This design comes from an exercise in tuning for small area and a short achievable clock period on the open sky130 flow, not from production work. No activity file was given, so power comes from the tool's default toggle rates.

## job 3735
// zx128_glue
module zx128_glue
(
  input  logic                       clk14m,
  input  logic                       RESET_n,
  input  logic [ADDR_W-1:0]          cpu_addr_i,
  input  logic [DATA_W-1:0]          cpu_data_i,
  input  logic                       cpu_mreq_n_i,
  input  logic                       cpu_iorq_n_i,
  input  logic                       cpu_rd_n_i,
  input  logic                       cpu_wr_n_i,
  input  logic [DATA_W-1:0]          rom_data_i,
  input  logic [DATA_W-1:0]          sram_data_i,
  input  logic [KB_ROWS*KB_COLS-1:0] kb_rows_i,
  input  logic                       ear_i,
  input  logic [DATA_W-1:0]          tape_data_i,
  input  logic                       tape_valid_i,
  output logic [DATA_W-1:0]          cpu_data_o,
  output logic [ROM_AW-1:0]          rom_addr_o,
  output logic [SRAM_AW-1:0]         sram_addr_o,
  output logic [DATA_W-1:0]          sram_data_o,
  output logic                       sram_we_o,
  output logic [2:0]                 border_o,
  output logic                       mic_o,
  output logic                       ear_o,
  output logic                       tape_hreq_o,
  output logic                       tape_ready_o,
  output logic                       int_o
);
  logic fe_wr;
  logic p7ffd_wr;
  logic hreq_wr;
  logic ram_wr;
  logic hl_pop;
  logic [DATA_W-1:0] kb_data;
  logic [DATA_W-1:0] fifo_data;
  logic fifo_empty;
  logic fifo_full;
  zx128_pkg::page_cfg_t page_cfg;
  assign sram_data_o = cpu_data_i;
  cpu_bus_decode u_decode (
    .cpu_addr_i(cpu_addr_i), .cpu_mreq_n_i(cpu_mreq_n_i), .cpu_iorq_n_i(cpu_iorq_n_i),
    .cpu_rd_n_i(cpu_rd_n_i), .cpu_wr_n_i(cpu_wr_n_i), .rom_data_i(rom_data_i),
    .sram_data_i(sram_data_i), .kb_data_i(kb_data), .page_cfg_i(page_cfg),
    .fifo_data_i(fifo_data), .fifo_empty_i(fifo_empty), .fifo_full_i(fifo_full),
    .fe_wr_o(fe_wr), .p7ffd_wr_o(p7ffd_wr), .hreq_wr_o(hreq_wr), .ram_wr_o(ram_wr),
    .hl_pop_o(hl_pop), .cpu_data_o(cpu_data_o)
  );
  io_regs u_io_regs (
  ...
Size in the first run: roughly 5900 cells after synthesis, ~160 I/O pins.
make LEC_CHECK=0 CAP_MARGIN=20 CORE_MARGIN=2 CORE_UTILIZATION=65 CTS_BUF_LIST='sky130_fd_sc_hd__clkbuf_16 sky130_fd_sc_hd__clkbuf_8' CTS_CLUSTER_DIAMETER=100 CTS_CLUSTER_SIZE=30 SETUP_SLACK_MARGIN=4.0 SLEW_MARGIN=20 finish   # period 9.0 ns
run.sh (not shown) runs the stock make flow with config.mk's settings and CLKGATE_MAP_FILE= SYNTH_SCRIPT=/design/flow/synth_recipe.tcl, a recipe that flattens the netlist after the stock synthesis.
Job 3735 completed every stage of the flow, and the final layout passed the timing, design-rule and antenna checks.
> inputs changed (job 3735 -> job 5692)
- CTS_BUF_LIST changed from sky130_fd_sc_hd__clkbuf_16 sky130_fd_sc_hd__clkbuf_8 to sky130_fd_sc_hd__clkbuf_4 sky130_fd_sc_hd__clkbuf_8
- CTS_CLUSTER_SIZE removed (was 30)
- CTS_CLUSTER_DIAMETER removed (was 100)
[summary]
Power consumed by the clock network: job 5692 vs job 3735 up 74%. Global-route usage: job 5692 higher than job 3735. The run with more setup slack is job 5692; job 3735 has less. Diff job 3735 -> job 5692: cell area now larger; final total power increased by 6.5 mW relative to the old numbers; cell count rose 848.
### job 5692 -> job 2557
- CTS_CLUSTER_DIAMETER newly set to 60
- CTS_CLUSTER_SIZE newly set to 20
- CTS_BUF_LIST changed from sky130_fd_sc_hd__clkbuf_4 sky130_fd_sc_hd__clkbuf_8 to sky130_fd_sc_hd__clkbuf_8
Results
The final layout from job 2557, which completed every stage, passed the timing, design-rule and antenna checks at the end of the flow.
Diff job 2557..job 5692 | y dimension of the die | negligible
[job 2557] buffer and inverter count on the worst path rose 3 relative to job 5692
Job 5692 → job 2557: logic depth of the worst path, buffers included +2; endpoint arrival time on the critical path -0.02 ns.
Power per cell area, job 5692 and job 2557: smaller value in job 2557
When job 2557 is measured against job 5692, its portion of the layout cell area used by clock cells turns out 6.7 points lower.
Taking job 2557 over job 5692, the design area ratio works out to 0.930.
No functional check of the RTL was part of any run of this note.

========
job 9119:
zx128_glue, a different RTL version from the one above (not shown whole).
Size: roughly 4,400 flip-flops, ~100,000 µm² of cells after synthesis.
==> flow/config.mk <==
export PLATFORM = sky130hd
export DESIGN_NAME = zx128_glue
export DESIGN_NICKNAME = zx128_glue
export VERILOG_FILES = /design/flow/design.v
export SDC_FILE = /design/flow/constraint.sdc
export NUM_CORES = 4
export LEC_CHECK = 0
export CAP_MARGIN = 20
export CORE_MARGIN = 2
export CORE_UTILIZATION = 65
export CTS_BUF_LIST = sky130_fd_sc_hd__clkbuf_8
export CTS_CLUSTER_DIAMETER = 55
export CTS_CLUSTER_SIZE = 18
export SETUP_SLACK_MARGIN = 4.0
export SLEW_MARGIN = 20
==> flow/constraint.sdc <==
create_clock -name core_clock -period 9.0 [get_ports {clk14m}]
set_input_delay 1.8000 -clock core_clock [delete_from_list [all_inputs] [get_ports {clk14m}]]
set_output_delay 1.8000 -clock core_clock [all_outputs]
set_load 0.01 [all_outputs]
standard.sh (not shown) runs the stock make flow with config.mk's settings and CLKGATE_MAP_FILE= SYNTH_SCRIPT=/design/flow/synth_recipe.tcl, a recipe that flattens the netlist after the stock synthesis.
==> flow/flow/run.sh <==
#!/bin/bash
# Own layout flow: the standard flow with a cell set that leaves out the
# slow wide OR/NOR-style cells (flow/dont_use.txt, the platform's list plus those).
set -euo pipefail
WORK=$(pwd)
DU="$(cat $WORK/flow/dont_use.txt)"
bash standard.sh synth DONT_USE_CELLS="$DU" > $WORK/synth.log 2>&1
bash standard.sh finish DONT_USE_CELLS="$DU" BUFFER_PORTS_ARGS="-buffer_cell sky130_fd_sc_hd__buf_1" > $WORK/finish.log 2>&1
Other scripts of this flow, unchanged in this note and not shown: flow/flow/dont_use.txt
### job 9119 -> job 6154
Settings: a change of CTS_CLUSTER_DIAMETER from 55 to 60; a change of CTS_CLUSTER_SIZE from 18 to 20.
==> flow/flow/run.sh <==
#!/bin/bash
# Own layout flow: the standard flow with a cell set that leaves out the
# slow wide OR/NOR-style cells (flow/dont_use.txt, the platform's list plus those).
set -euo pipefail
WORK=$(pwd)
DU="$(cat $WORK/flow/dont_use.txt)"
bash standard.sh synth DONT_USE_CELLS="$DU" > $WORK/synth.log 2>&1
bash standard.sh finish DONT_USE_CELLS="$DU" > $WORK/finish.log 2>&1
==> run notes <==
On wire length after detailed routing, job 6154 and job 9119 are neck and neck. Diff job 9119 -> job 6154: met1 wire length level, post-route worst hold slack now sits higher, post-route cell area went up by 440 µm². Layout overhead on the synthesized area is higher on job 6154. Of job 6154 and job 9119, job 9119 shows the higher total power, with job 6154 below it. Max-slew headroom at the worst pin ends up higher on job 6154.
#### Input delta (job 3455 over job 6154)
Settings: a change of CTS_CLUSTER_DIAMETER from 60 to 50; a change of CTS_CLUSTER_SIZE from 20 to 16.
==> comparison <==
From job 3455 to job 6154, register area share after synthesis did not move at all.
What job 3455 reported for maximum ir drop on the vdd rail has to be multiplied by 0.939 to get the figure for job 6154.
Relative to job 6154, number of global-route vias before repair increased by 604 in job 3455.
Cell area grows slightly when moving from job 6154 to job 3455.
Core utilization is higher on job 3455
No functional check of the RTL was part of any run of this note.

## separate check: timing with driven ports
In the flow no input, the clock included, has a driving cell. The finished layouts below were timed again as built, in two steps.
Step 1 sets driving cells, clkbuf_16 on the clock port and buf_2 on the other inputs (assumed; they add their load-dependent delay and slew).
Step 2 adds t to the input delays and takes it off the output delays; t is the mean of the earliest and latest rising clock arrival at the registers after step 1. Input paths then give back, and output paths get back, about the clock's delay inside the block.
a / b / c = ideal / step 1 / step 2; a / b = the first two.
run	t (ns)	setup WS [ns]	worst hold slack (ns)	worst setup path after step 2	clock arrival spread, ns
job 3735	0.895	3.752 / 3.726 / 3.416	0.280 / 0.280 / 0.280	input to register	0.060 / 0.059
job 5692	1.100	3.762 / 3.735 / 3.263	0.258 / 0.258 / 0.258	input to register	0.100 / 0.100
job 2557	1.081	3.783 / 3.730 / 3.268	0.291 / 0.291 / 0.291	input to register	0.076 / 0.076
job 9119	1.044	3.899 / 3.842 / 3.582	0.280 / 0.280 / 0.280	input to register	0.088 / 0.089
job 6154	1.079	3.909 / 3.854 / 3.579	0.292 / 0.292 / 0.292	input to register	0.086 / 0.086
job 3455	1.063	3.911 / 3.857 / 3.580	0.290 / 0.290 / 0.290	input to register	0.092 / 0.091
After both steps setup and hold are still met in every run listed. For job 2557, which loses most, drivers alone change the setup slack by -0.053 ns; drivers and shift together by -0.515 ns.
